Context: an optimization exercise on an open-source flow, tuned for small area, a short achievable clock period and few clock cycles per item. The choices shown serve that exercise and are no tape-out recipe. Only simulation tests tie the RTL to the original design; equivalence was not proved. Power and IR drop assume default switching activity.

==> job 967 <==
## linear_chirp_period_generator
module linear_chirp_period_generator #(
  parameter int TIMER_CLOCK_HZ = 168000000,
  parameter int STEP_US        = 10
) (
  input  logic                          clk,
  input  logic                          rst_n,
  input  logic                          cfg_we,
  input  lcpg_pkg::cfg_idx_t            cfg_index,
  input  logic [lcpg_pkg::FREQ_W-1:0]   cfg_data,
  input  logic                          in_valid,
  output logic                          in_stall,
  input  logic                          in_restart,
  output logic                          out_valid,
  input  logic                          out_stall,
  output logic [lcpg_pkg::RELOAD_W-1:0] out_reload_value,
  output logic [lcpg_pkg::RELOAD_W-2:0] out_compare_value,
  output logic [lcpg_pkg::IDX_W-1:0]    out_step_number,
  output logic                          out_last_step
);
Settings: LEC_CHECK=0, CAP_MARGIN=20, CORE_MARGIN=2, CORE_UTILIZATION=40, SETUP_SLACK_MARGIN=4.2, SLEW_MARGIN=20; clock period 7.0 ns.
run.sh (not shown) runs the stock make flow with config.mk's settings and CLKGATE_MAP_FILE= SYNTH_SCRIPT=/design/flow/synth_recipe.tcl, a recipe that flattens the netlist after the stock synthesis.
==> job 7943 (differences from job 967) <==
--- a/flow/design.v
+++ b/flow/design.v
@@ -27,23 +27,25 @@
   } state_t;
 endpackage
 `timescale 1ns / 1ps
 module lcpg_div #(
   parameter int W = 21
 ) (
-  input  logic [W-1:0] t,
-  input  logic [W-1:0] f,
-  output logic [W-1:0] r,
+  input  logic [W-1:0] a,
+  input  logic [W-1:0] b,
+  output logic [W-1:0] d,
   output logic         ge
 );
   localparam int LV = $clog2(W);
+  logic [W-1:0] g, p;
   logic [W-1:0] gl [0:LV];
   logic [W-1:0] pl [0:LV];
-  logic [W-1:0] bin;
-  assign gl[0] = ~t & f;
-  assign pl[0] = ~t | f;
+  assign g = a & ~b;
+  assign p = ~(a ^ b);
+  assign gl[0] = {g[W-1:1], g[0] | p[0]};
+  assign pl[0] = {p[W-1:1], 1'b0};
   genvar l, i;
   generate
     for (l = 0; l < LV; l++) begin : g_lv
       for (i = 0; i < W; i++) begin : g_bit
         if (((i >> l) & 1) == 1) begin : g_op
           localparam int J = ((i >> l) << l) - 1;
@@ -53,15 +55,14 @@
           assign gl[l+1][i] = gl[l][i];
           assign pl[l+1][i] = pl[l][i];
         end
       end
     end
   endgenerate
-  assign bin = {gl[LV][W-2:0], 1'b0};
-  assign ge  = ~gl[LV][W-1];
-  assign r   = t ^ ({W{ge}} & (f ^ bin));
+  assign d  = {p[W-1:1] ^ gl[LV][W-2:0], ~p[0]};
+  assign ge = gl[LV][W-1];
 endmodule
 `timescale 1ns / 1ps
 import lcpg_pkg::*;
 module lcpg_mul (
   input  logic                        clk,
   input  logic                        rst_n,
@@ -130,21 +131,20 @@
   output logic [lcpg_pkg::IDX_W-1:0]    out_step_number,
   output logic                          out_last_step
 );
   localparam int NQ   = 16;
   localparam int CK_W = $clog2(TIMER_CLOCK_HZ + 1);
   localparam logic [CK_W-1:0] CK = CK_W'(TIMER_CLOCK_HZ);
-  localparam logic [NQ-1:0] CUT_K = 16'h7FFF;
-  localparam int SB   = 1;
-  localparam int SQ   = 13;
+  localparam logic [NQ-1:0] CUT_K = 16'h2AAA;
+  localparam int SB   = 2;
+  localparam int SQ   = 14;
   localparam int SU_N = (SQ + SB - 1) / SB;
   localparam int G_W  = DUR_W;
   localparam int C_LOAD = 1;
   localparam int C_DIV0 = 2;
-  localparam int C_HRN  = C_DIV0 + SU_N;
-  localparam int C_FIN  = C_HRN + 1;
+  localparam int C_FIN  = C_DIV0 + SU_N;
   localparam logic [FREQ_W-1:0] FMIN = FREQ_W'(FREQ_MIN_HZ);
   localparam logic [FREQ_W-1:0] FMAX = FREQ_W'(FREQ_MAX_HZ);
   function automatic int rem_w(input int i);
     rem_w = FREQ_W;
     for (int b = FREQ_W; b >= 1; b--) begin
       if ((TIMER_CLOCK_HZ >> i) < (1 << b)) rem_w = b;
@@ -221,18 +221,18 @@
   logic [G_W+1:0]    g_fin;
   assign sd_r[0] = g_r;
   genvar k;
   generate
     for (k = 0; k < SB; k++) begin : g_sd
       logic [G_W:0] t;
-      logic [G_W:0] rn;
+      logic [G_W:0] d;
       logic         ge;
       assign t = {sd_r[k], delta_r[SQ-1-k]};
-      lcpg_div #(.W(G_W + 1)) u_sub (.t(t), .f({1'b0, duration_r}), .r(rn), .ge(ge));
+      lcpg_div #(.W(G_W + 1)) u_sub (.a(t), .b({1'b0, duration_r}), .d(d), .ge(ge));
       assign sd_q[SB-1-k] = ge;
-      assign sd_r[k+1]    = rn[G_W-1:0];
+      assign sd_r[k+1]    = ge ? d[G_W-1:0] : t[G_W-1:0];
     end
   endgenerate
   always_comb begin
     hz_add = '0;
     for (int b = 0; b < SB; b++) begin
       if (delta_r[b]) hz_add = hz_add + (x_r << b);
@@ -277,17 +277,15 @@
   always_ff @(posedge clk) begin
     if (su_busy_r) begin
       if (su_cnt_r == 5'(C_LOAD)) begin
         g_r     <= G_W'(diff_c >> SQ);
         delta_r <= IDX_W'(diff_c[SQ-1:0]);
         f_r     <= '0;
-      end else if (su_cnt_r == 5'(C_HRN)) begin
-        f_r     <= hz_acc;
-        delta_r <= IDX_W'(delta_r[SQ-1:0]) * IDX_W'(STEP_US);
       end else if (su_cnt_r == 5'(C_FIN)) begin
-        f_r     <= lo_r + f_r;
+        f_r     <= lo_r + (f_r << SB) + hz_add;
+        delta_r <= IDX_W'(delta_r[SQ-1:0]) * IDX_W'(STEP_US);
         g_r     <= g_fin[G_W-1:0];
       end else if (su_cnt_r != 5'd0) begin
         g_r     <= sd_r[SB];
         delta_r <= {delta_r[IDX_W-SB-1:0], sd_q};
         f_r     <= (su_cnt_r == 5'(C_DIV0)) ? '0 : hz_acc;
       end
@@ -337,15 +335,15 @@
       logic [FREQ_W:0]   t;
       logic [FREQ_W:0]   d;
       logic              ge;
       logic [FREQ_W-1:0] rn;
       logic [NQ-1:0]     qn;
       assign t = {dv_r[k], CK[BI]};
-      lcpg_div #(.W(FREQ_W + 1)) u_sub (.t(t), .f({1'b0, dv_f[k]}), .r(d), .ge(ge));
+      lcpg_div #(.W(FREQ_W + 1)) u_sub (.a(t), .b({1'b0, dv_f[k]}), .d(d), .ge(ge));
       always_comb begin
-        rn = FREQ_W'(RW'(d[FREQ_W-1:0]));
+        rn = FREQ_W'(RW'(ge ? d[FREQ_W-1:0] : t[FREQ_W-1:0]));
         qn = {dv_q[k][NQ-2:0], ge};
       end
       if (CUT_K[k] && (k < NQ - 1)) begin : g_reg
         logic [FREQ_W-1:0] r_q;
         logic [FREQ_W-1:0] f_q;
         logic [NQ-1:0]     q_q;
- CORE_UTILIZATION: 40 -> 60
- SETUP_SLACK_MARGIN: 4.2 -> 1.5
==> notes.md <==
metric	job 967	job 7943
Wire length of the first global-routing pass	179,000 um	174,000 um
Share of final-layout standard cells stronger than drive strength 1	29.8%	14.9%
Number of antenna violations at the first check in global routing	4	1
Standby leakage power	0.0244 uW	0.0208 uW
Internal	15,400 uW	14,900 uW
Worst reg2reg path endpoint	f_r[16]	g_r[1]
Result of the run	timing/DRC/antenna clean	timing/DRC/antenna clean
Total inserted antenna cells	1	0
Crit share post-route	55.4%	78.6%
Maximum frequency from static timing analysis	258 MHz	182 MHz
Worst EP required	7.54 ns	7.33 ns
Simple-gate portion of the synthesized area	14.7%	12.1%
Number of cells on the critical path	18	24
Number of buffers outside the clock class in the layout	501	238
Sequential cell count of the final layout	1,007	607
Switching component of the power	7820 uW	10,400 uW
M1 WL	54,500 um	47,300 um
Portion of total power attributed to the clock network	25.8%	14.1%
Site row count	122	96
Power dissipated in the clock network	5990 uW	3560 uW
Number of global-route vias before repair	33,089	32,066
Clock insertion delay at the later pin of the skew report	0.72 ns	0.61 ns
Post-synthesis compound-gate area fraction	13.4%	17.0%
Testbench counts of job 967, summed over its fixed seeds: cycles 4,928, items 2,688.
Testbench counts of job 7943, summed over its fixed seeds: cycles 3,968, items 2,688.

==> sierra <==
Another version of the RTL of linear_chirp_period_generator (not shown whole).
Settings: LEC_CHECK=0, CAP_MARGIN=20, CORE_MARGIN=2, CORE_UTILIZATION=40, SETUP_SLACK_MARGIN=3.2, SLEW_MARGIN=20; clock period 7.0 ns.
==> cedar: changes against sierra <==
--- a/flow/design.v
+++ b/flow/design.v
@@ -28,21 +28,23 @@
 endpackage
 `timescale 1ns / 1ps
 module lcpg_div #(
   parameter int W = 21
 ) (
-  input  logic [W-1:0] t,
-  input  logic [W-1:0] f,
-  output logic [W-1:0] r,
+  input  logic [W-1:0] a,
+  input  logic [W-1:0] b,
+  output logic [W-1:0] d,
   output logic         ge
 );
   localparam int LV = $clog2(W);
+  logic [W-1:0] g, p;
   logic [W-1:0] gl [0:LV];
   logic [W-1:0] pl [0:LV];
-  logic [W-1:0] bin;
-  assign gl[0] = ~t & f;
-  assign pl[0] = ~t | f;
+  assign g = a & ~b;
+  assign p = ~(a ^ b);
+  assign gl[0] = {g[W-1:1], g[0] | p[0]};
+  assign pl[0] = {p[W-1:1], 1'b0};
   genvar l, i;
   generate
     for (l = 0; l < LV; l++) begin : g_lv
       for (i = 0; i < W; i++) begin : g_bit
         if (((i >> l) & 1) == 1) begin : g_op
@@ -54,13 +56,12 @@
           assign pl[l+1][i] = pl[l][i];
         end
       end
     end
   endgenerate
-  assign bin = {gl[LV][W-2:0], 1'b0};
-  assign ge  = ~gl[LV][W-1];
-  assign r   = t ^ ({W{ge}} & (f ^ bin));
+  assign d  = {p[W-1:1] ^ gl[LV][W-2:0], ~p[0]};
+  assign ge = gl[LV][W-1];
 endmodule
 `timescale 1ns / 1ps
 import lcpg_pkg::*;
 module lcpg_mul (
   input  logic                        clk,
@@ -132,18 +133,17 @@
 );
   localparam int NQ   = 16;
   localparam int CK_W = $clog2(TIMER_CLOCK_HZ + 1);
   localparam logic [CK_W-1:0] CK = CK_W'(TIMER_CLOCK_HZ);
   localparam logic [NQ-1:0] CUT_K = 16'h2AAA;
-  localparam int SB   = 1;
-  localparam int SQ   = 13;
+  localparam int SB   = 2;
+  localparam int SQ   = 14;
   localparam int SU_N = (SQ + SB - 1) / SB;
   localparam int G_W  = DUR_W;
   localparam int C_LOAD = 1;
   localparam int C_DIV0 = 2;
-  localparam int C_HRN  = C_DIV0 + SU_N;
-  localparam int C_FIN  = C_HRN + 1;
+  localparam int C_FIN  = C_DIV0 + SU_N;
   localparam logic [FREQ_W-1:0] FMIN = FREQ_W'(FREQ_MIN_HZ);
   localparam logic [FREQ_W-1:0] FMAX = FREQ_W'(FREQ_MAX_HZ);
   function automatic int rem_w(input int i);
     rem_w = FREQ_W;
     for (int b = FREQ_W; b >= 1; b--) begin
@@ -222,16 +222,16 @@
   assign sd_r[0] = g_r;
   genvar k;
   generate
     for (k = 0; k < SB; k++) begin : g_sd
       logic [G_W:0] t;
-      logic [G_W:0] rn;
+      logic [G_W:0] d;
       logic         ge;
       assign t = {sd_r[k], delta_r[SQ-1-k]};
-      lcpg_div #(.W(G_W + 1)) u_sub (.t(t), .f({1'b0, duration_r}), .r(rn), .ge(ge));
+      lcpg_div #(.W(G_W + 1)) u_sub (.a(t), .b({1'b0, duration_r}), .d(d), .ge(ge));
       assign sd_q[SB-1-k] = ge;
-      assign sd_r[k+1]    = rn[G_W-1:0];
+      assign sd_r[k+1]    = ge ? d[G_W-1:0] : t[G_W-1:0];
     end
   endgenerate
   always_comb begin
     hz_add = '0;
     for (int b = 0; b < SB; b++) begin
@@ -278,15 +278,13 @@
     if (su_busy_r) begin
       if (su_cnt_r == 5'(C_LOAD)) begin
         g_r     <= G_W'(diff_c >> SQ);
         delta_r <= IDX_W'(diff_c[SQ-1:0]);
         f_r     <= '0;
-      end else if (su_cnt_r == 5'(C_HRN)) begin
-        f_r     <= hz_acc;
-        delta_r <= IDX_W'(delta_r[SQ-1:0]) * IDX_W'(STEP_US);
       end else if (su_cnt_r == 5'(C_FIN)) begin
-        f_r     <= lo_r + f_r;
+        f_r     <= lo_r + (f_r << SB) + hz_add;
+        delta_r <= IDX_W'(delta_r[SQ-1:0]) * IDX_W'(STEP_US);
         g_r     <= g_fin[G_W-1:0];
       end else if (su_cnt_r != 5'd0) begin
         g_r     <= sd_r[SB];
         delta_r <= {delta_r[IDX_W-SB-1:0], sd_q};
         f_r     <= (su_cnt_r == 5'(C_DIV0)) ? '0 : hz_acc;
@@ -338,13 +336,13 @@
       logic [FREQ_W:0]   d;
       logic              ge;
       logic [FREQ_W-1:0] rn;
       logic [NQ-1:0]     qn;
       assign t = {dv_r[k], CK[BI]};
-      lcpg_div #(.W(FREQ_W + 1)) u_sub (.t(t), .f({1'b0, dv_f[k]}), .r(d), .ge(ge));
+      lcpg_div #(.W(FREQ_W + 1)) u_sub (.a(t), .b({1'b0, dv_f[k]}), .d(d), .ge(ge));
       always_comb begin
-        rn = FREQ_W'(RW'(d[FREQ_W-1:0]));
+        rn = FREQ_W'(RW'(ge ? d[FREQ_W-1:0] : t[FREQ_W-1:0]));
         qn = {dv_q[k][NQ-2:0], ge};
       end
       if (CUT_K[k] && (k < NQ - 1)) begin : g_reg
         logic [FREQ_W-1:0] r_q;
         logic [FREQ_W-1:0] f_q;
- SETUP_SLACK_MARGIN: 3.2 -> 3.5
==> notes.md <==
status=complete, no violations; core area=94870 sq um; Sequential Power Share=0.242; CP peak stage delay=0.35 ns; depth of the most critical reg-to-reg path=21; Hold Slack=0.3208 ns; Core Util, Final=0.5400; Multi-input comb cells=3388; Worst path slowest cell=maj3_2; Clock Latency Late Sink=0.63 ns
(the above is from sierra)
==> notes.md <==
CP peak stage delay=0.41 ns; Multi-input comb cells=3263; Logic power comb=0.0209 W; Sequential Power Share=0.172; Cell Count, Final, Fillers Out=6217; clock buffer depth=3; core area=101900 sq um; Core Util, Final=0.5155; Worst path slowest cell=edfxtp_1; Hold Slack=0.3147 ns; status=complete, no violations; depth of the most critical reg-to-reg path=24; cell total after placement=5772; Clock Latency Late Sink=0.64 ns; TAP cells=1368; Initial DRC Count=2261
(the above is from cedar)
Testbench counts of sierra, summed over its fixed seeds: cycles 4,416, items 2,688.
Testbench counts of cedar, summed over its fixed seeds: cycles 3,968, items 2,688.

[afterwards: timing with drivers on the ports]
Ports are ideal in the flow. The routed layouts listed here were re-timed in OpenROAD. Step 1, drivers: a clkbuf_16 drives clk and a buf_2 each remaining input, both assumed. Step 2 adds t to the input delays and takes it off the output delays; t is the mean of the earliest and latest rising clock arrival at the registers after step 1. Input paths then give back, and output paths get back, about the clock's delay inside the block. Three values: ideal ports, drivers, drivers and shift; two values: the first two.
| run | t, ns | slack for setup (ns) | worst slew at a driven data input, ns |
|---|---|---|---|
| job 967 | 0.762 | 3.122 / 3.122 / 3.122 | 0.04 |
| job 7943 | 0.665 | 1.495 / 1.495 / 1.495 | 0.06 |
| sierra | 0.684 | 1.337 / 1.337 / 1.337 | 0.03 |
| cedar | 0.704 | 1.650 / 1.650 / 1.650 | 0.05 |
After both steps setup and hold are still met in every run listed.
